This is an optimization exercise on Yosys and OpenROAD, whose aim is small area and a short achievable clock period, not a production implementation. The RTL was checked by simulation tests, not by an equivalence proof against the original design. Power and IR drop assume default switching activity.

==> 11-11 <==
## conv_out_ctrl
module conv_out_ctrl (
  input  logic                clk,
  input  logic                rst,
  input  logic [conv_pkg::M_BITS-1:0] in_data,
  input  logic [2*conv_pkg::O_BITS-1:0] in_user,
  input  logic                in_last,
  input  logic                in_valid,
  output logic                in_ready,
  output logic [conv_pkg::M_BITS-1:0] out_data,
  output logic                out_last,
  output logic                out_valid,
  input  logic                out_ready,
  output logic                err_range,
  output logic                err_miss
);
  localparam int N = conv_pkg::O_DIM;
  logic            drain_q;       
  logic            fill_q;        
  logic [N-1:0]    rrow_q;        
  logic [N/2-1:0][N-1:0] rcsel_q; 
  logic [N-1:0]    rcol;          
  logic [N-1:0]    rrow_adv, rcol_adv;
  logic [N/2-1:0][N-1:0] rcsel_adv;
  logic            restart;
  logic            last_q;        
  logic            shown_valid_q; 
  conv_pkg::word_t dout_q;        
  conv_pkg::word_t dout_h_q;      
  ...
==> module out_frame_buf, before the edit <==
module out_frame_buf (
  input  logic  clk,
  input  logic  clr,
  input  logic [conv_pkg::O_DIM-1:0]  wrow,
  input  logic [conv_pkg::O_DIM-1:0]  wcol,
  input  conv_pkg::word_t wdata,
  input  logic [conv_pkg::O_DIM-1:0]  rrow,
  input  logic [conv_pkg::O_DIM/2-1:0][conv_pkg::O_DIM-1:0] rcsel,
  output conv_pkg::word_t rdata,
  output logic  rvalid
);
  localparam int N = conv_pkg::O_DIM;
  conv_pkg::word_t             mem [0:conv_pkg::O_SIZE-1];
  logic [conv_pkg::O_SIZE-1:0] written;
  logic [conv_pkg::O_SIZE-1:0] we;
  always_comb begin
    for (int r = 0; r < N; r++)
      for (int c = 0; c < N; c++)
        we[r*N+c] = wrow[r] && wcol[c];
  end
  always_ff @(posedge clk) begin
    for (int s = 0; s < conv_pkg::O_SIZE; s++)
      if (we[s]) mem[s] <= wdata;
  end
  always_ff @(posedge clk) begin
    if (clr) written <= '0;
    else     written <= written | we;
  end
  conv_pkg::word_t row_data [0:N-1];
  logic [N-1:0]    row_valid;
  always_comb begin
    for (int r = 0; r < N; r++) begin
      row_data[r]  = '0;
      row_valid[r] = 1'b0;
      for (int c = 0; c < N; c++) begin
        row_data[r]  = row_data[r]  | (mem[r*N+c] & {conv_pkg::M_BITS{rcsel[r/2][c]}});
        row_valid[r] = row_valid[r] | (written[r*N+c] & rcsel[r/2][c]);
      end
    end
    rdata  = '0;
    rvalid = 1'b0;
    for (int r = 0; r < N; r++) begin
      rdata  = rdata  | (row_data[r] & {conv_pkg::M_BITS{rrow[r]}});
      rvalid = rvalid | (row_valid[r] & rrow[r]);
    end
  end
endmodule
==> module conv_out_ctrl, before the edit <==
module conv_out_ctrl (
  input  logic                clk,
  input  logic                rst,
  input  logic [conv_pkg::M_BITS-1:0] in_data,
  input  logic [2*conv_pkg::O_BITS-1:0] in_user,
  input  logic                in_last,
  input  logic                in_valid,
  output logic                in_ready,
  output logic [conv_pkg::M_BITS-1:0] out_data,
  output logic                out_last,
  output logic                out_valid,
  input  logic                out_ready,
  output logic                err_range,
  output logic                err_miss
);
  localparam int N = conv_pkg::O_DIM;
  logic            drain_q;       
  logic            fill_q;        
  logic [N-1:0]    rrow_q;        
  logic [N/2-1:0][N-1:0] rcsel_q; 
  logic [N-1:0]    rcol;          
  logic [N-1:0]    rrow_adv, rcol_adv;
  logic [N/2-1:0][N-1:0] rcsel_adv;
  logic            restart;
  logic            last_q;        
  logic            shown_valid_q; 
  conv_pkg::word_t dout_q;        
  conv_pkg::word_t dout_h_q;      
  logic            last_h_q;      
  logic [N-1:0]    wrow_q, wcol_q;
  conv_pkg::word_t wdata_q;
  conv_pkg::coord_t row, col;
  logic [N-1:0]    wrow, wcol;
  logic            acc, in_range, in_hit0, pend_hit;
  conv_pkg::word_t rdata;
  logic            rvalid;
  logic            hs_out, done, advance;
  assign row = in_user[2*conv_pkg::O_BITS-1:conv_pkg::O_BITS];
  assign col = in_user[conv_pkg::O_BITS-1:0];
  assign acc = in_valid && !drain_q;
  always_comb begin
    for (int i = 0; i < N; i++) begin
      wrow[i] = acc && (row == conv_pkg::coord_t'(i));
      wcol[i] = (col == conv_pkg::coord_t'(i));
    end
  end
  assign in_range = (row < conv_pkg::coord_t'(N)) && (col < conv_pkg::coord_t'(N));
  assign in_hit0  = wrow[0] && wcol[0];
  assign pend_hit = wrow_q[0] && (drain_q ? wcol_q[1] : wcol_q[0]);
  assign hs_out  = drain_q && out_ready;
  assign done    = hs_out && last_q;
  assign advance = (acc && in_last) || hs_out;
  always_ff @(posedge clk) begin
    if (rst) begin
      wrow_q <= '0;
    end else begin
      wrow_q <= wrow;
    end
    wcol_q  <= wcol;
    wdata_q <= in_data;
  end
  out_frame_buf u_buf (
    .clk    (clk),
    .clr    (rst || done),
    .wrow   (wrow_q),
    .wcol   (wcol_q),
    .wdata  (wdata_q),
    .rrow   (rrow_q),
    .rcsel  (rcsel_q),
    .rdata  (rdata),
    .rvalid (rvalid)
  );
  always_comb begin
    rcol = '0;
    for (int g = 0; g < N/2; g++) rcol = rcol | rcsel_q[g];
    rcol_adv = {rcol[N-2:0], rcol[N-1]};
    rrow_adv = rcol[N-1] ? {rrow_q[N-2:0], rrow_q[N-1]} : rrow_q;
    for (int g = 0; g < N/2; g++)
      rcsel_adv[g] = rcol_adv & {N{rrow_adv[2*g] || rrow_adv[2*g+1]}};
  end
  assign restart = rst || done;
  always_ff @(posedge clk) begin
    if (restart) begin
      rrow_q  <= {{(N-1){1'b0}}, 1'b1};
      rcsel_q <= {{(N*N/2-1){1'b0}}, 1'b1};
    end else if (advance) begin
      rrow_q  <= rrow_adv;
      rcsel_q <= rcsel_adv;
    end
    if (restart) begin
      drain_q <= 1'b0;
      fill_q  <= 1'b1;
    end else if (acc && in_last) begin
      drain_q <= 1'b1;
      fill_q  <= 1'b0;
    end
  end
  logic            load;
  conv_pkg::word_t dout_n;
  logic            last_n;
  assign load   = !drain_q || out_ready;
  assign dout_n = in_hit0 ? in_data : pend_hit ? wdata_q : (rvalid ? rdata : '0);
  assign last_n = drain_q && rrow_q[N-1] && rcsel_q[N/2-1][N-1];
  always_ff @(posedge clk) begin
    if (load) begin
      dout_h_q      <= dout_n;
      last_h_q      <= last_n;
      shown_valid_q <= in_hit0 || pend_hit || rvalid;
    end
    if (rst) begin
      dout_q <= '0;
      last_q <= 1'b0;
    end else begin
      dout_q <= load ? dout_n : dout_h_q;
      last_q <= load ? last_n : last_h_q;
    end
  end
  assign in_ready  = fill_q;
  assign out_valid = drain_q;
  assign out_data  = dout_q;
  assign out_last  = last_q;
  always_ff @(posedge clk) begin
    if (rst) begin
      err_range <= 1'b0;
      err_miss  <= 1'b0;
    end else begin
      if (acc && !in_range)
        err_range <= 1'b1;
      if (hs_out && !shown_valid_q)
        err_miss <= 1'b1;
    end
  end
endmodule
export LEC_CHECK = 0
export CAP_MARGIN = 20
export CORE_MARGIN = 2
export CORE_UTILIZATION = 60
export CTS_CLUSTER_DIAMETER = 70
export CTS_CLUSTER_SIZE = 24
export SETUP_SLACK_MARGIN = 3.1
export SLEW_MARGIN = 60
create_clock -name core_clock -period 5.5 [get_ports {clk}]
standard.sh (not shown) runs the stock make flow with config.mk's settings and CLKGATE_MAP_FILE= SYNTH_SCRIPT=/design/flow/synth_recipe.tcl, a recipe that flattens the netlist after the stock synthesis.
==> flow/flow/run.sh <==
#!/bin/bash
# Standard ORFS layout, except that the port buffers start as buf_4
# (resizable within the buf footprint) instead of the default pick.
set -euo pipefail
bash standard.sh BUFFER_PORTS_ARGS="-buffer_cell sky130_fd_sc_hd__buf_4" finish > orfs_make.log 2>&1
==> 08-08 (differences from 11-11) <==
==> flow/design.v (replaced) <==
package conv_pkg;
  function automatic integer sq(input integer n);
    sq = n * n;
  endfunction
  function automatic integer nbits(input integer n);
    nbits = $clog2(n + 1);
  endfunction
  localparam int K_DIM  = 3;
  localparam int I_DIM  = 8;
  localparam int M_BITS = 16;
  localparam int O_DIM  = K_DIM + I_DIM - 1;
  localparam int O_SIZE = sq(O_DIM);
  localparam int O_BITS = nbits(O_DIM);
  localparam int A_BITS = nbits(O_SIZE);
  typedef enum logic [0:0] {FILL, DRAIN} out_state_t;
  typedef logic [A_BITS-1:0] addr_t;
  typedef logic [M_BITS-1:0] word_t;
  typedef logic [O_BITS-1:0] coord_t;
endpackage
module out_frame_buf (
  input  logic  clk,
  input  logic  clr,
  input  logic [conv_pkg::O_SIZE-1:0] we,
  input  conv_pkg::word_t wdata,
  input  logic [conv_pkg::O_DIM-1:0]  rrow,
  input  logic [conv_pkg::O_DIM-1:0]  rcol,
  output conv_pkg::word_t rdata,
  output logic  rvalid
);
  localparam int N = conv_pkg::O_DIM;
  conv_pkg::word_t             mem [0:conv_pkg::O_SIZE-1];
  logic [conv_pkg::O_SIZE-1:0] written;
  always_ff @(posedge clk) begin
    for (int s = 0; s < conv_pkg::O_SIZE; s++)
      if (we[s]) mem[s] <= wdata;
  end
  always_ff @(posedge clk) begin
    if (clr) written <= '0;
    else     written <= written | we;
  end
  conv_pkg::word_t row_data [0:N-1];
  logic [N-1:0]    row_valid;
  always_comb begin
    for (int r = 0; r < N; r++) begin
      row_data[r]  = '0;
      row_valid[r] = 1'b0;
      for (int c = 0; c < N; c++) begin
        row_data[r]  = row_data[r]  | (mem[r*N+c] & {conv_pkg::M_BITS{rcol[c]}});
        row_valid[r] = row_valid[r] | (written[r*N+c] & rcol[c]);
      end
    end
    rdata  = '0;
    rvalid = 1'b0;
    for (int r = 0; r < N; r++) begin
      rdata  = rdata  | (row_data[r] & {conv_pkg::M_BITS{rrow[r]}});
      rvalid = rvalid | (row_valid[r] & rrow[r]);
    end
  end
endmodule
module conv_out_ctrl (
  input  logic                clk,
  input  logic                rst,
  input  logic [conv_pkg::M_BITS-1:0] in_data,
  input  logic [2*conv_pkg::O_BITS-1:0] in_user,
  input  logic                in_last,
  input  logic                in_valid,
  output logic                in_ready,
  output logic [conv_pkg::M_BITS-1:0] out_data,
  output logic                out_last,
  output logic                out_valid,
  input  logic                out_ready,
  output logic                err_range,
  output logic                err_miss
);
  localparam int N = conv_pkg::O_DIM;
  logic            drain_q;       
  logic [N-1:0]    rrow_q;        
  logic [N-1:0]    rcol_q;        
  logic            last_q;        
  logic            shown_valid_q; 
  conv_pkg::word_t dout_q;        
  conv_pkg::coord_t row, col;
  logic [N-1:0]    wrow, wcol;
  logic            acc, in_range;
  logic [conv_pkg::O_SIZE-1:0] we;
  conv_pkg::word_t rdata;
  logic            rvalid;
  logic            hs_out, done, advance;
  assign row = in_user[2*conv_pkg::O_BITS-1:conv_pkg::O_BITS];
  assign col = in_user[conv_pkg::O_BITS-1:0];
  assign acc = in_valid && !drain_q;
  always_comb begin
    for (int i = 0; i < N; i++) begin
      wrow[i] = acc && (row == conv_pkg::coord_t'(i));
      wcol[i] = (col == conv_pkg::coord_t'(i));
    end
    for (int r = 0; r < N; r++)
      for (int c = 0; c < N; c++)
        we[r*N+c] = wrow[r] && wcol[c];
  end
  assign in_range = (row < conv_pkg::coord_t'(N)) && (col < conv_pkg::coord_t'(N));
  assign hs_out  = drain_q && out_ready;
  assign done    = hs_out && last_q;
  assign advance = (acc && in_last) || hs_out;
  out_frame_buf u_buf (
    .clk    (clk),
    .clr    (rst || done),
    .we     (we),
    .wdata  (in_data),
    .rrow   (rrow_q),
    .rcol   (rcol_q),
    .rdata  (rdata),
    .rvalid (rvalid)
  );
  always_ff @(posedge clk) begin
    if (rst || done) begin
      drain_q <= 1'b0;
      rrow_q  <= {{(N-1){1'b0}}, 1'b1};
      rcol_q  <= {{(N-1){1'b0}}, 1'b1};
    end else begin
      if (acc && in_last) drain_q <= 1'b1;
      if (advance) begin
        rcol_q <= {rcol_q[N-2:0], rcol_q[N-1]};
        if (rcol_q[N-1]) rrow_q <= {rrow_q[N-2:0], rrow_q[N-1]};
      end
    end
  end
  always_ff @(posedge clk) begin
    if (!drain_q || out_ready) begin
      dout_q        <= we[0] ? in_data : (rvalid ? rdata : '0);
      shown_valid_q <= we[0] || rvalid;
      last_q        <= drain_q && rrow_q[N-1] && rcol_q[N-1];
    end
  end
  assign in_ready  = !drain_q;
  assign out_valid = drain_q;
  assign out_data  = dout_q;
  assign out_last  = last_q;
  always_ff @(posedge clk) begin
    if (rst) begin
      err_range <= 1'b0;
      err_miss  <= 1'b0;
    end else begin
      if (acc && !in_range)
        err_range <= 1'b1;
      if (hs_out && !shown_valid_q)
        err_miss <= 1'b1;
    end
  end
endmodule
==> flow/run.sh (new file) <==
#!/bin/bash
# synth_recipe.tcl (not shown) runs the flow's synth.tcl, then flattens the netlist and writes it again
# the make line also repeats each setting of config.mk as NAME=value (left out here)
make -C /OpenROAD-flow-scripts/flow DESIGN_CONFIG=/design/flow/config.mk WORK_HOME=/design/flow/orfs CLKGATE_MAP_FILE= SYNTH_SCRIPT=/design/flow/synth_recipe.tcl finish
Settings changed: ABC_CLOCK_PERIOD_IN_PS set to 2500, CTS_CLUSTER_DIAMETER 70 to unset, CTS_CLUSTER_SIZE 24 to unset, SETUP_SLACK_MARGIN 3.1 to 2.5.
removed: flow/flow/run.sh
removed: flow/standard.sh
==> comparison table <==
Non-clock inverter instance count of the final layout: 11-11 1; 08-08 5
Switching fraction of total power: 11-11 0.2089; 08-08 0.2038
Maximum number of pins on one net before global-route repair: 11-11 105; 08-08 73
Synth-to-layout area growth: 11-11 11.03%; 08-08 15.46%
Reg-to-Reg Start: 11-11 rcsel_q[49]; 08-08 rcol_q[4]
EDFF count, synth: 11-11 1,601; 08-08 1,618
Number of cells on the critical path: 11-11 7; 08-08 10
Power consumed by sequential cells: 11-11 15.2 mW; 08-08 14.5 mW
Max IR drop VDD: 11-11 0.0002996 V; 08-08 0.0003124 V
Largest fanout on the critical path: 11-11 18; 08-08 21
Post-Place Setup Slack: 11-11 2.335 ns; 08-08 1.657 ns
Sum of met2 wire segment lengths after detailed routing: 11-11 91,390 um; 08-08 85,490 um
Total wire length after detailed routing: 11-11 201,700 um; 08-08 185,300 um
Post-DP HPWL: 11-11 123,300 um; 08-08 109,700 um
Run status: 11-11 finished clean; 08-08 finished clean
Number of violations reported at the end of detailed-routing iteration 0: 11-11 6,637; 08-08 5,695
Global-route track usage on met3: 11-11 0.07891; 08-08 0.06915
Clock buf count: 11-11 142; 08-08 248
Initial core utilization: 11-11 0.6069; 08-08 0.6050

==> v16 <==
Another version of the RTL of conv_out_ctrl (not shown whole).
==> module out_frame_buf, before the edit <==
module out_frame_buf (
  input  logic  clk,
  input  logic  clr,
  input  logic [conv_pkg::O_SIZE-1:0] we,
  input  conv_pkg::word_t wdata,
  input  logic [conv_pkg::O_DIM-1:0]  rrow,
  input  logic [conv_pkg::O_DIM-1:0]  rcol,
  output conv_pkg::word_t rdata,
  output logic  rvalid
);
  localparam int N = conv_pkg::O_DIM;
  conv_pkg::word_t             mem [0:conv_pkg::O_SIZE-1];
  logic [conv_pkg::O_SIZE-1:0] written;
  always_ff @(posedge clk) begin
    for (int s = 0; s < conv_pkg::O_SIZE; s++)
      if (we[s]) mem[s] <= wdata;
  end
  always_ff @(posedge clk) begin
    if (clr) written <= '0;
    else     written <= written | we;
  end
  conv_pkg::word_t row_data [0:N-1];
  logic [N-1:0]    row_valid;
  always_comb begin
    for (int r = 0; r < N; r++) begin
      row_data[r]  = '0;
      row_valid[r] = 1'b0;
      for (int c = 0; c < N; c++) begin
        row_data[r]  = row_data[r]  | (mem[r*N+c] & {conv_pkg::M_BITS{rcol[c]}});
        row_valid[r] = row_valid[r] | (written[r*N+c] & rcol[c]);
      end
    end
    rdata  = '0;
    rvalid = 1'b0;
    for (int r = 0; r < N; r++) begin
      rdata  = rdata  | (row_data[r] & {conv_pkg::M_BITS{rrow[r]}});
      rvalid = rvalid | (row_valid[r] & rrow[r]);
    end
  end
endmodule
==> module conv_out_ctrl, before the edit <==
module conv_out_ctrl (
  input  logic                clk,
  input  logic                rst,
  input  logic [conv_pkg::M_BITS-1:0] in_data,
  input  logic [2*conv_pkg::O_BITS-1:0] in_user,
  input  logic                in_last,
  input  logic                in_valid,
  output logic                in_ready,
  output logic [conv_pkg::M_BITS-1:0] out_data,
  output logic                out_last,
  output logic                out_valid,
  input  logic                out_ready,
  output logic                err_range,
  output logic                err_miss
);
  localparam int N = conv_pkg::O_DIM;
  logic            drain_q;       
  logic            fill_q;        
  logic [N-1:0]    rrow_q;        
  logic [N-1:0]    rcol_q;        
  logic            last_q;        
  logic            shown_valid_q; 
  conv_pkg::word_t dout_q;        
  conv_pkg::coord_t row, col;
  logic [N-1:0]    wrow, wcol;
  logic            acc, in_range;
  logic [conv_pkg::O_SIZE-1:0] we;
  conv_pkg::word_t rdata;
  logic            rvalid;
  logic            hs_out, done, advance;
  assign row = in_user[2*conv_pkg::O_BITS-1:conv_pkg::O_BITS];
  assign col = in_user[conv_pkg::O_BITS-1:0];
  assign acc = in_valid && !drain_q;
  always_comb begin
    for (int i = 0; i < N; i++) begin
      wrow[i] = acc && (row == conv_pkg::coord_t'(i));
      wcol[i] = (col == conv_pkg::coord_t'(i));
    end
    for (int r = 0; r < N; r++)
      for (int c = 0; c < N; c++)
        we[r*N+c] = wrow[r] && wcol[c];
  end
  assign in_range = (row < conv_pkg::coord_t'(N)) && (col < conv_pkg::coord_t'(N));
  assign hs_out  = drain_q && out_ready;
  assign done    = hs_out && last_q;
  assign advance = (acc && in_last) || hs_out;
  out_frame_buf u_buf (
    .clk    (clk),
    .clr    (rst || done),
    .we     (we),
    .wdata  (in_data),
    .rrow   (rrow_q),
    .rcol   (rcol_q),
    .rdata  (rdata),
    .rvalid (rvalid)
  );
  always_ff @(posedge clk) begin
    if (rst || done) begin
      drain_q <= 1'b0;
      fill_q  <= 1'b1;
      rrow_q  <= {{(N-1){1'b0}}, 1'b1};
      rcol_q  <= {{(N-1){1'b0}}, 1'b1};
    end else begin
      if (acc && in_last) begin
        drain_q <= 1'b1;
        fill_q  <= 1'b0;
      end
      if (advance) begin
        rcol_q <= {rcol_q[N-2:0], rcol_q[N-1]};
        if (rcol_q[N-1]) rrow_q <= {rrow_q[N-2:0], rrow_q[N-1]};
      end
    end
  end
  always_ff @(posedge clk) begin
    if (!drain_q || out_ready) begin
      dout_q        <= we[0] ? in_data : (rvalid ? rdata : '0);
      shown_valid_q <= we[0] || rvalid;
      last_q        <= drain_q && rrow_q[N-1] && rcol_q[N-1];
    end
  end
  assign in_ready  = fill_q;
  assign out_valid = drain_q;
  assign out_data  = dout_q;
  assign out_last  = last_q;
  always_ff @(posedge clk) begin
    if (rst) begin
      err_range <= 1'b0;
      err_miss  <= 1'b0;
    end else begin
      if (acc && !in_range)
        err_range <= 1'b1;
      if (hs_out && !shown_valid_q)
        err_miss <= 1'b1;
    end
  end
endmodule
Settings: LEC_CHECK=0, ABC_CLOCK_PERIOD_IN_PS=2200, CAP_MARGIN=20, CORE_MARGIN=2, CORE_UTILIZATION=60, CTS_BUF_LIST=sky130_fd_sc_hd__clkbuf_8, SETUP_SLACK_MARGIN=3.2, SLEW_MARGIN=60; clock period 5.5 ns.
==> flow/flow/run.sh <==
#!/bin/bash
# Standard ORFS layout, except that the port buffers start as buf_4
# (resizable within the buf footprint) instead of the default pick.
set -euo pipefail
bash standard.sh BUFFER_PORTS_ARGS="-buffer_cell sky130_fd_sc_hd__buf_4" finish > orfs_make.log 2>&1
==> v15: changes against v16 <==
--- a/flow/design.v
+++ b/flow/design.v
@@ -20,16 +20,23 @@
 module out_frame_buf (
   input  logic  clk,
   input  logic  clr,
-  input  logic [conv_pkg::O_SIZE-1:0] we,
+  input  logic [conv_pkg::O_DIM-1:0]  wrow,
+  input  logic [conv_pkg::O_DIM-1:0]  wcol,
   input  conv_pkg::word_t wdata,
   input  logic [conv_pkg::O_DIM-1:0]  rrow,
-  input  logic [conv_pkg::O_DIM-1:0]  rcol,
+  input  logic [conv_pkg::O_DIM/2-1:0][conv_pkg::O_DIM-1:0] rcsel,
   output conv_pkg::word_t rdata,
   output logic  rvalid
 );
   localparam int N = conv_pkg::O_DIM;
   conv_pkg::word_t             mem [0:conv_pkg::O_SIZE-1];
   logic [conv_pkg::O_SIZE-1:0] written;
+  logic [conv_pkg::O_SIZE-1:0] we;
+  always_comb begin
+    for (int r = 0; r < N; r++)
+      for (int c = 0; c < N; c++)
+        we[r*N+c] = wrow[r] && wcol[c];
+  end
   always_ff @(posedge clk) begin
     for (int s = 0; s < conv_pkg::O_SIZE; s++)
       if (we[s]) mem[s] <= wdata;
@@ -45,8 +52,8 @@
       row_data[r]  = '0;
       row_valid[r] = 1'b0;
       for (int c = 0; c < N; c++) begin
-        row_data[r]  = row_data[r]  | (mem[r*N+c] & {conv_pkg::M_BITS{rcol[c]}});
-        row_valid[r] = row_valid[r] | (written[r*N+c] & rcol[c]);
+        row_data[r]  = row_data[r]  | (mem[r*N+c] & {conv_pkg::M_BITS{rcsel[r/2][c]}});
+        row_valid[r] = row_valid[r] | (written[r*N+c] & rcsel[r/2][c]);
       end
     end
     rdata  = '0;
@@ -77,13 +84,18 @@
   logic            fill_q;        
   logic [N-1:0]    rrow_q;        
   logic [N-1:0]    rcol_q;        
+  logic [N/2-1:0][N-1:0] rcsel_q; 
+  logic [N-1:0]    rrow_n, rcol_n;
   logic            last_q;        
   logic            shown_valid_q; 
   conv_pkg::word_t dout_q;        
+  conv_pkg::word_t dout_h_q;      
+  logic            last_h_q;      
+  logic [N-1:0]    wrow_q, wcol_q;
+  conv_pkg::word_t wdata_q;
   conv_pkg::coord_t row, col;
   logic [N-1:0]    wrow, wcol;
-  logic            acc, in_range;
-  logic [conv_pkg::O_SIZE-1:0] we;
+  logic            acc, in_range, in_hit0, pend_hit;
   conv_pkg::word_t rdata;
   logic            rvalid;
   logic            hs_out, done, advance;
@@ -95,46 +107,75 @@
       wrow[i] = acc && (row == conv_pkg::coord_t'(i));
       wcol[i] = (col == conv_pkg::coord_t'(i));
     end
-    for (int r = 0; r < N; r++)
-      for (int c = 0; c < N; c++)
-        we[r*N+c] = wrow[r] && wcol[c];
   end
   assign in_range = (row < conv_pkg::coord_t'(N)) && (col < conv_pkg::coord_t'(N));
+  assign in_hit0  = wrow[0] && wcol[0];
+  assign pend_hit = wrow_q[0] && (drain_q ? wcol_q[1] : wcol_q[0]);
   assign hs_out  = drain_q && out_ready;
   assign done    = hs_out && last_q;
   assign advance = (acc && in_last) || hs_out;
+  always_ff @(posedge clk) begin
+    if (rst) begin
+      wrow_q <= '0;
+    end else begin
+      wrow_q <= wrow;
+    end
+    wcol_q  <= wcol;
+    wdata_q <= in_data;
+  end
   out_frame_buf u_buf (
     .clk    (clk),
     .clr    (rst || done),
-    .we     (we),
-    .wdata  (in_data),
+    .wrow   (wrow_q),
+    .wcol   (wcol_q),
+    .wdata  (wdata_q),
     .rrow   (rrow_q),
-    .rcol   (rcol_q),
+    .rcsel  (rcsel_q),
     .rdata  (rdata),
     .rvalid (rvalid)
   );
+  always_comb begin
+    rrow_n = rrow_q;
+    rcol_n = rcol_q;
+    if (rst || done) begin
+      rrow_n = {{(N-1){1'b0}}, 1'b1};
+      rcol_n = {{(N-1){1'b0}}, 1'b1};
+    end else if (advance) begin
+      rcol_n = {rcol_q[N-2:0], rcol_q[N-1]};
+      if (rcol_q[N-1]) rrow_n = {rrow_q[N-2:0], rrow_q[N-1]};
+    end
+  end
   always_ff @(posedge clk) begin
+    rrow_q <= rrow_n;
+    rcol_q <= rcol_n;
+    for (int g = 0; g < N/2; g++)
+      rcsel_q[g] <= rcol_n & {N{rrow_n[2*g] || rrow_n[2*g+1]}};
     if (rst || done) begin
       drain_q <= 1'b0;
       fill_q  <= 1'b1;
-      rrow_q  <= {{(N-1){1'b0}}, 1'b1};
-      rcol_q  <= {{(N-1){1'b0}}, 1'b1};
-    end else begin
-      if (acc && in_last) begin
-        drain_q <= 1'b1;
-        fill_q  <= 1'b0;
-      end
-      if (advance) begin
-        rcol_q <= {rcol_q[N-2:0], rcol_q[N-1]};
-        if (rcol_q[N-1]) rrow_q <= {rrow_q[N-2:0], rrow_q[N-1]};
-      end
+    end else if (acc && in_last) begin
+      drain_q <= 1'b1;
+      fill_q  <= 1'b0;
     end
   end
+  logic            load;
+  conv_pkg::word_t dout_n;
+  logic            last_n;
+  assign load   = !drain_q || out_ready;
+  assign dout_n = in_hit0 ? in_data : pend_hit ? wdata_q : (rvalid ? rdata : '0);
+  assign last_n = drain_q && rrow_q[N-1] && rcol_q[N-1];
   always_ff @(posedge clk) begin
-    if (!drain_q || out_ready) begin
-      dout_q        <= we[0] ? in_data : (rvalid ? rdata : '0);
-      shown_valid_q <= we[0] || rvalid;
-      last_q        <= drain_q && rrow_q[N-1] && rcol_q[N-1];
+    if (load) begin
+      dout_h_q      <= dout_n;
+      last_h_q      <= last_n;
+      shown_valid_q <= in_hit0 || pend_hit || rvalid;
+    end
+    if (rst) begin
+      dout_q <= '0;
+      last_q <= 1'b0;
+    end else begin
+      dout_q <= load ? dout_n : dout_h_q;
+      last_q <= load ? last_n : last_h_q;
     end
   end
   assign in_ready  = fill_q;
Settings changed: ABC_CLOCK_PERIOD_IN_PS 2200 to not set, CTS_BUF_LIST sky130_fd_sc_hd__clkbuf_8 to not set, PLACE_DENSITY set to 0.5, SETUP_SLACK_MARGIN 3.2 to 3.05, SLEW_MARGIN 60 to 40.
==> v21: changes against v16 <==
--- a/flow/design.v
+++ b/flow/design.v
@@ -20,16 +20,23 @@
 module out_frame_buf (
   input  logic  clk,
   input  logic  clr,
-  input  logic [conv_pkg::O_SIZE-1:0] we,
+  input  logic [conv_pkg::O_DIM-1:0]  wrow,
+  input  logic [conv_pkg::O_DIM-1:0]  wcol,
   input  conv_pkg::word_t wdata,
   input  logic [conv_pkg::O_DIM-1:0]  rrow,
-  input  logic [conv_pkg::O_DIM-1:0]  rcol,
+  input  logic [conv_pkg::O_DIM/2-1:0][conv_pkg::O_DIM-1:0] rcsel,
   output conv_pkg::word_t rdata,
   output logic  rvalid
 );
   localparam int N = conv_pkg::O_DIM;
   conv_pkg::word_t             mem [0:conv_pkg::O_SIZE-1];
   logic [conv_pkg::O_SIZE-1:0] written;
+  logic [conv_pkg::O_SIZE-1:0] we;
+  always_comb begin
+    for (int r = 0; r < N; r++)
+      for (int c = 0; c < N; c++)
+        we[r*N+c] = wrow[r] && wcol[c];
+  end
   always_ff @(posedge clk) begin
     for (int s = 0; s < conv_pkg::O_SIZE; s++)
       if (we[s]) mem[s] <= wdata;
@@ -45,8 +52,8 @@
       row_data[r]  = '0;
       row_valid[r] = 1'b0;
       for (int c = 0; c < N; c++) begin
-        row_data[r]  = row_data[r]  | (mem[r*N+c] & {conv_pkg::M_BITS{rcol[c]}});
-        row_valid[r] = row_valid[r] | (written[r*N+c] & rcol[c]);
+        row_data[r]  = row_data[r]  | (mem[r*N+c] & {conv_pkg::M_BITS{rcsel[r/2][c]}});
+        row_valid[r] = row_valid[r] | (written[r*N+c] & rcsel[r/2][c]);
       end
     end
     rdata  = '0;
@@ -77,13 +84,18 @@
   logic            fill_q;        
   logic [N-1:0]    rrow_q;        
   logic [N-1:0]    rcol_q;        
+  logic [N/2-1:0][N-1:0] rcsel_q; 
+  logic [N-1:0]    rrow_n, rcol_n;
   logic            last_q;        
   logic            shown_valid_q; 
   conv_pkg::word_t dout_q;        
+  conv_pkg::word_t dout_h_q;      
+  logic            last_h_q;      
+  logic [N-1:0]    wrow_q, wcol_q;
+  conv_pkg::word_t wdata_q;
   conv_pkg::coord_t row, col;
   logic [N-1:0]    wrow, wcol;
-  logic            acc, in_range;
-  logic [conv_pkg::O_SIZE-1:0] we;
+  logic            acc, in_range, in_hit0, pend_hit;
   conv_pkg::word_t rdata;
   logic            rvalid;
   logic            hs_out, done, advance;
@@ -95,46 +107,75 @@
       wrow[i] = acc && (row == conv_pkg::coord_t'(i));
       wcol[i] = (col == conv_pkg::coord_t'(i));
     end
-    for (int r = 0; r < N; r++)
-      for (int c = 0; c < N; c++)
-        we[r*N+c] = wrow[r] && wcol[c];
   end
   assign in_range = (row < conv_pkg::coord_t'(N)) && (col < conv_pkg::coord_t'(N));
+  assign in_hit0  = wrow[0] && wcol[0];
+  assign pend_hit = wrow_q[0] && (drain_q ? wcol_q[1] : wcol_q[0]);
   assign hs_out  = drain_q && out_ready;
   assign done    = hs_out && last_q;
   assign advance = (acc && in_last) || hs_out;
+  always_ff @(posedge clk) begin
+    if (rst) begin
+      wrow_q <= '0;
+    end else begin
+      wrow_q <= wrow;
+    end
+    wcol_q  <= wcol;
+    wdata_q <= in_data;
+  end
   out_frame_buf u_buf (
     .clk    (clk),
     .clr    (rst || done),
-    .we     (we),
-    .wdata  (in_data),
+    .wrow   (wrow_q),
+    .wcol   (wcol_q),
+    .wdata  (wdata_q),
     .rrow   (rrow_q),
-    .rcol   (rcol_q),
+    .rcsel  (rcsel_q),
     .rdata  (rdata),
     .rvalid (rvalid)
   );
+  always_comb begin
+    rrow_n = rrow_q;
+    rcol_n = rcol_q;
+    if (rst || done) begin
+      rrow_n = {{(N-1){1'b0}}, 1'b1};
+      rcol_n = {{(N-1){1'b0}}, 1'b1};
+    end else if (advance) begin
+      rcol_n = {rcol_q[N-2:0], rcol_q[N-1]};
+      if (rcol_q[N-1]) rrow_n = {rrow_q[N-2:0], rrow_q[N-1]};
+    end
+  end
   always_ff @(posedge clk) begin
+    rrow_q <= rrow_n;
+    rcol_q <= rcol_n;
+    for (int g = 0; g < N/2; g++)
+      rcsel_q[g] <= rcol_n & {N{rrow_n[2*g] || rrow_n[2*g+1]}};
     if (rst || done) begin
       drain_q <= 1'b0;
       fill_q  <= 1'b1;
-      rrow_q  <= {{(N-1){1'b0}}, 1'b1};
-      rcol_q  <= {{(N-1){1'b0}}, 1'b1};
-    end else begin
-      if (acc && in_last) begin
-        drain_q <= 1'b1;
-        fill_q  <= 1'b0;
-      end
-      if (advance) begin
-        rcol_q <= {rcol_q[N-2:0], rcol_q[N-1]};
-        if (rcol_q[N-1]) rrow_q <= {rrow_q[N-2:0], rrow_q[N-1]};
-      end
+    end else if (acc && in_last) begin
+      drain_q <= 1'b1;
+      fill_q  <= 1'b0;
     end
   end
+  logic            load;
+  conv_pkg::word_t dout_n;
+  logic            last_n;
+  assign load   = !drain_q || out_ready;
+  assign dout_n = in_hit0 ? in_data : pend_hit ? wdata_q : (rvalid ? rdata : '0);
+  assign last_n = drain_q && rrow_q[N-1] && rcol_q[N-1];
   always_ff @(posedge clk) begin
-    if (!drain_q || out_ready) begin
-      dout_q        <= we[0] ? in_data : (rvalid ? rdata : '0);
-      shown_valid_q <= we[0] || rvalid;
-      last_q        <= drain_q && rrow_q[N-1] && rcol_q[N-1];
+    if (load) begin
+      dout_h_q      <= dout_n;
+      last_h_q      <= last_n;
+      shown_valid_q <= in_hit0 || pend_hit || rvalid;
+    end
+    if (rst) begin
+      dout_q <= '0;
+      last_q <= 1'b0;
+    end else begin
+      dout_q <= load ? dout_n : dout_h_q;
+      last_q <= load ? last_n : last_h_q;
     end
   end
   assign in_ready  = fill_q;
Settings changed: ABC_CLOCK_PERIOD_IN_PS 2200 to not set, CTS_BUF_LIST sky130_fd_sc_hd__clkbuf_8 to not set, PLACE_DENSITY set to 0.8, SETUP_SLACK_MARGIN 3.2 to 3.1.
==> v4: changes against v16 <==
--- a/flow/design.v
+++ b/flow/design.v
@@ -20,16 +20,23 @@
 module out_frame_buf (
   input  logic  clk,
   input  logic  clr,
-  input  logic [conv_pkg::O_SIZE-1:0] we,
+  input  logic [conv_pkg::O_DIM-1:0]  wrow,
+  input  logic [conv_pkg::O_DIM-1:0]  wcol,
   input  conv_pkg::word_t wdata,
   input  logic [conv_pkg::O_DIM-1:0]  rrow,
-  input  logic [conv_pkg::O_DIM-1:0]  rcol,
+  input  logic [conv_pkg::O_DIM/2-1:0][conv_pkg::O_DIM-1:0] rcsel,
   output conv_pkg::word_t rdata,
   output logic  rvalid
 );
   localparam int N = conv_pkg::O_DIM;
   conv_pkg::word_t             mem [0:conv_pkg::O_SIZE-1];
   logic [conv_pkg::O_SIZE-1:0] written;
+  logic [conv_pkg::O_SIZE-1:0] we;
+  always_comb begin
+    for (int r = 0; r < N; r++)
+      for (int c = 0; c < N; c++)
+        we[r*N+c] = wrow[r] && wcol[c];
+  end
   always_ff @(posedge clk) begin
     for (int s = 0; s < conv_pkg::O_SIZE; s++)
       if (we[s]) mem[s] <= wdata;
@@ -45,8 +52,8 @@
       row_data[r]  = '0;
       row_valid[r] = 1'b0;
       for (int c = 0; c < N; c++) begin
-        row_data[r]  = row_data[r]  | (mem[r*N+c] & {conv_pkg::M_BITS{rcol[c]}});
-        row_valid[r] = row_valid[r] | (written[r*N+c] & rcol[c]);
+        row_data[r]  = row_data[r]  | (mem[r*N+c] & {conv_pkg::M_BITS{rcsel[r/2][c]}});
+        row_valid[r] = row_valid[r] | (written[r*N+c] & rcsel[r/2][c]);
       end
     end
     rdata  = '0;
@@ -77,13 +84,22 @@
   logic            fill_q;        
   logic [N-1:0]    rrow_q;        
   logic [N-1:0]    rcol_q;        
+  logic [N/2-1:0][N-1:0] rcsel_q; 
+  logic [N-1:0]    rrow_n, rcol_n;
   logic            last_q;        
   logic            shown_valid_q; 
   conv_pkg::word_t dout_q;        
+  conv_pkg::word_t dout_h_q;      
+  logic            last_h_q;      
+  logic [N-1:0]    wrow_q, wcol_q;
+  conv_pkg::word_t wdata_q;
   conv_pkg::coord_t row, col;
   logic [N-1:0]    wrow, wcol;
-  logic            acc, in_range;
-  logic [conv_pkg::O_SIZE-1:0] we;
+  logic            acc, in_range, in_hit0;
+  logic            pend_sel_q;    
+  logic [1:0]      hide;          
+  conv_pkg::word_t rdata_all;
+  logic            rvalid_all;
   conv_pkg::word_t rdata;
   logic            rvalid;
   logic            hs_out, done, advance;
@@ -95,46 +111,84 @@
       wrow[i] = acc && (row == conv_pkg::coord_t'(i));
       wcol[i] = (col == conv_pkg::coord_t'(i));
     end
-    for (int r = 0; r < N; r++)
-      for (int c = 0; c < N; c++)
-        we[r*N+c] = wrow[r] && wcol[c];
   end
   assign in_range = (row < conv_pkg::coord_t'(N)) && (col < conv_pkg::coord_t'(N));
+  assign in_hit0  = wrow[0] && wcol[0];
+  always_comb begin
+    for (int c = 0; c < 2; c++)
+      hide[c] = !rst && wrow[0] && wcol[c];
+  end
+  always_ff @(posedge clk) begin
+    pend_sel_q <= !rst && wrow[0] && (in_last ? wcol[1] : wcol[0]);
+  end
+  assign rdata_all  = rdata | (wdata_q & {conv_pkg::M_BITS{pend_sel_q}});
+  assign rvalid_all = rvalid || pend_sel_q;
   assign hs_out  = drain_q && out_ready;
   assign done    = hs_out && last_q;
   assign advance = (acc && in_last) || hs_out;
+  always_ff @(posedge clk) begin
+    if (rst) begin
+      wrow_q <= '0;
+    end else begin
+      wrow_q <= wrow;
+    end
+    wcol_q  <= wcol;
+    wdata_q <= in_data;
+  end
   out_frame_buf u_buf (
     .clk    (clk),
     .clr    (rst || done),
-    .we     (we),
-    .wdata  (in_data),
+    .wrow   (wrow_q),
+    .wcol   (wcol_q),
+    .wdata  (wdata_q),
     .rrow   (rrow_q),
-    .rcol   (rcol_q),
+    .rcsel  (rcsel_q),
     .rdata  (rdata),
     .rvalid (rvalid)
   );
-  always_ff @(posedge clk) begin
+  always_comb begin
+    rrow_n = rrow_q;
+    rcol_n = rcol_q;
+    if (rst || done) begin
+      rrow_n = {{(N-1){1'b0}}, 1'b1};
+      rcol_n = {{(N-1){1'b0}}, 1'b1};
+    end else if (advance) begin
+      rcol_n = {rcol_q[N-2:0], rcol_q[N-1]};
+      if (rcol_q[N-1]) rrow_n = {rrow_q[N-2:0], rrow_q[N-1]};
+    end
+  end
+  always_ff @(posedge clk) begin
+    rrow_q <= rrow_n;
+    rcol_q <= rcol_n;
+    for (int g = 0; g < N/2; g++)
+      rcsel_q[g] <= rcol_n & {N{rrow_n[2*g] || rrow_n[2*g+1]}}
+                    & ~((g == 0) ? {{(N-2){1'b0}}, hide} : {N{1'b0}});
     if (rst || done) begin
       drain_q <= 1'b0;
       fill_q  <= 1'b1;
-      rrow_q  <= {{(N-1){1'b0}}, 1'b1};
-      rcol_q  <= {{(N-1){1'b0}}, 1'b1};
+    end else if (acc && in_last) begin
+      drain_q <= 1'b1;
+      fill_q  <= 1'b0;
+    end
+  end
+  logic            load;
+  conv_pkg::word_t dout_n;
+  logic            last_n;
+  assign load   = !drain_q || out_ready;
+  assign dout_n = in_hit0 ? in_data : (rvalid_all ? rdata_all : '0);
+  assign last_n = drain_q && rrow_q[N-1] && rcol_q[N-1];
+  always_ff @(posedge clk) begin
+    if (load) begin
+      dout_h_q      <= dout_n;
+      last_h_q      <= last_n;
+      shown_valid_q <= in_hit0 || rvalid_all;
+    end
+    if (rst) begin
+      dout_q <= '0;
+      last_q <= 1'b0;
     end else begin
-      if (acc && in_last) begin
-        drain_q <= 1'b1;
-        fill_q  <= 1'b0;
-      end
-      if (advance) begin
-        rcol_q <= {rcol_q[N-2:0], rcol_q[N-1]};
-        if (rcol_q[N-1]) rrow_q <= {rrow_q[N-2:0], rrow_q[N-1]};
-      end
-    end
-  end
-  always_ff @(posedge clk) begin
-    if (!drain_q || out_ready) begin
-      dout_q        <= we[0] ? in_data : (rvalid ? rdata : '0);
-      shown_valid_q <= we[0] || rvalid;
-      last_q        <= drain_q && rrow_q[N-1] && rcol_q[N-1];
+      dout_q <= load ? dout_n : dout_h_q;
+      last_q <= load ? last_n : last_h_q;
     end
   end
   assign in_ready  = fill_q;
Settings changed: ABC_CLOCK_PERIOD_IN_PS 2200 to not set, CTS_BUF_LIST sky130_fd_sc_hd__clkbuf_8 to not set, SETUP_SLACK_MARGIN 3.2 to 3.3.
==> metrics.cfg <==
[outcome]
outcome=timing/DRC/antenna clean

[worst_setup_path]
reg2reg_from=rcsel_q[10]
ff2ff_setup_slack_ps=2650
cp_num_cells=8
cp_slowest_cell=a222oi_1

[layout]
final_area_um2=75700
fin_util_pct=69.7

[synth]
yosysTopAreaCellShare_pct=73.2
synth_compound_area_share_pct=13.0

[pwr]
power.density_nw_per_um2=367

[grt]
use_met3_pct=8.20

[hold_path]
min_from=in_data[11]

# the run above: v4

==> metrics.cfg <==
[outcome]
outcome=timing/DRC/antenna clean

[worst_setup_path]
worst_r2r_path_depth=8
cp_num_cells=8
cp_slowest_cell=nor4_4
ff2ff_setup_slack_ps=2720
reg2reg_from=rcol_q[1]

[pwr]
p_sw_share_pct=21.9
power.density_nw_per_um2=339

[synth]
yosysTopAreaCellShare_pct=77.6
synth-simple-area-share_pct=3.70
synth_compound_area_share_pct=13.2
yosysWarnings=4

[hold_path]
hp-class=input pin to flop
min_from=rst

[route]
via_count=38447
wirelength_um=195000

[floorplanning]
rows=118

[layout]
multi_input_area_share_pct=16.1
fin_util_pct=72.7
final_area_um2=75300

# the run above: v16

==> metrics.cfg <==
[worst_setup_path]
cp_slowest_cell=o21ai_1
cp_max_fo=34
ff2ff_setup_slack_ps=2950
reg2reg_from=rcsel_q[36]
cp_num_cells=7

[route]
wirelength_um=196000

[outcome]
outcome=timing/DRC/antenna clean

[timing]
period_needed_ps=2550

[layout]
fin_util_pct=69.0
clock_buffers=261
final_area_um2=75200
multi_input_area_share_pct=16.9

[hold_path]
min_from=in_data[0]

[synth]
synth_compound_area_share_pct=12.9
yosysTopAreaCellShare_pct=72.7
synth_top_family_by_area=compound AO/OA/AOI/OAI gates

[grt]
use_met3_pct=8.86

[pwr]
power.density_nw_per_um2=371

# the run above: v15

==> metrics.cfg <==
[grt]
use_met3_pct=10.9

[layout]
multi_input_area_share_pct=16.9
fin_util_pct=69.0
final_area_um2=75200

[outcome]
outcome=timing/DRC/antenna clean

[worst_setup_path]
cp_slowest_cell=nand4_1
crit_buf_inv=1
ff2ff_setup_slack_ps=2940

[synth]
yosysTopAreaCellShare_pct=72.7
synth_compound_area_share_pct=12.9

[pwr]
power.density_nw_per_um2=365

[clocking]
cts_hold_buf=0

[hold_path]
min_from=in_data[1]

# the run above: v21

## re-timing with driven ports
In the flow no input, the clock included, has a driving cell. The finished layouts below were timed again as built, in two steps.
Step 1 assumes that a clkbuf_16 drives the clock port and a buf_2 every other input.
Step 2 times the ports against the registers' clock, not the clock port: input delays grow and output delays shrink by t, the midpoint of the rising clock arrivals with the driver on.
Slacks: ideal / step 1 / step 2; pairs: ideal / step 1.
| run | t, ns | setup slack, ns | pins driven straight from the clock port |
|---|---|---|---|
| 11-11 | 0.799 | 3.054 / 3.003 / 2.456 | 1 |
| 08-08 | 0.852 | 2.450 / 2.450 / 1.681 | 1 |
| v16 | 1.002 | 2.715 / 2.662 / 2.188 | 1 |
| v15 | 0.859 | 2.952 / 2.952 / 2.309 | 1 |
| v21 | 0.862 | 2.937 / 2.937 / 2.338 | 1 |
| v4 | 0.857 | 2.652 / 2.652 / 2.142 | 1 |
After both steps setup and hold are still met in every run listed. The setup slack of 08-08, which loses most, moves by 0.000 ns with the drivers and by -0.769 ns with both steps.
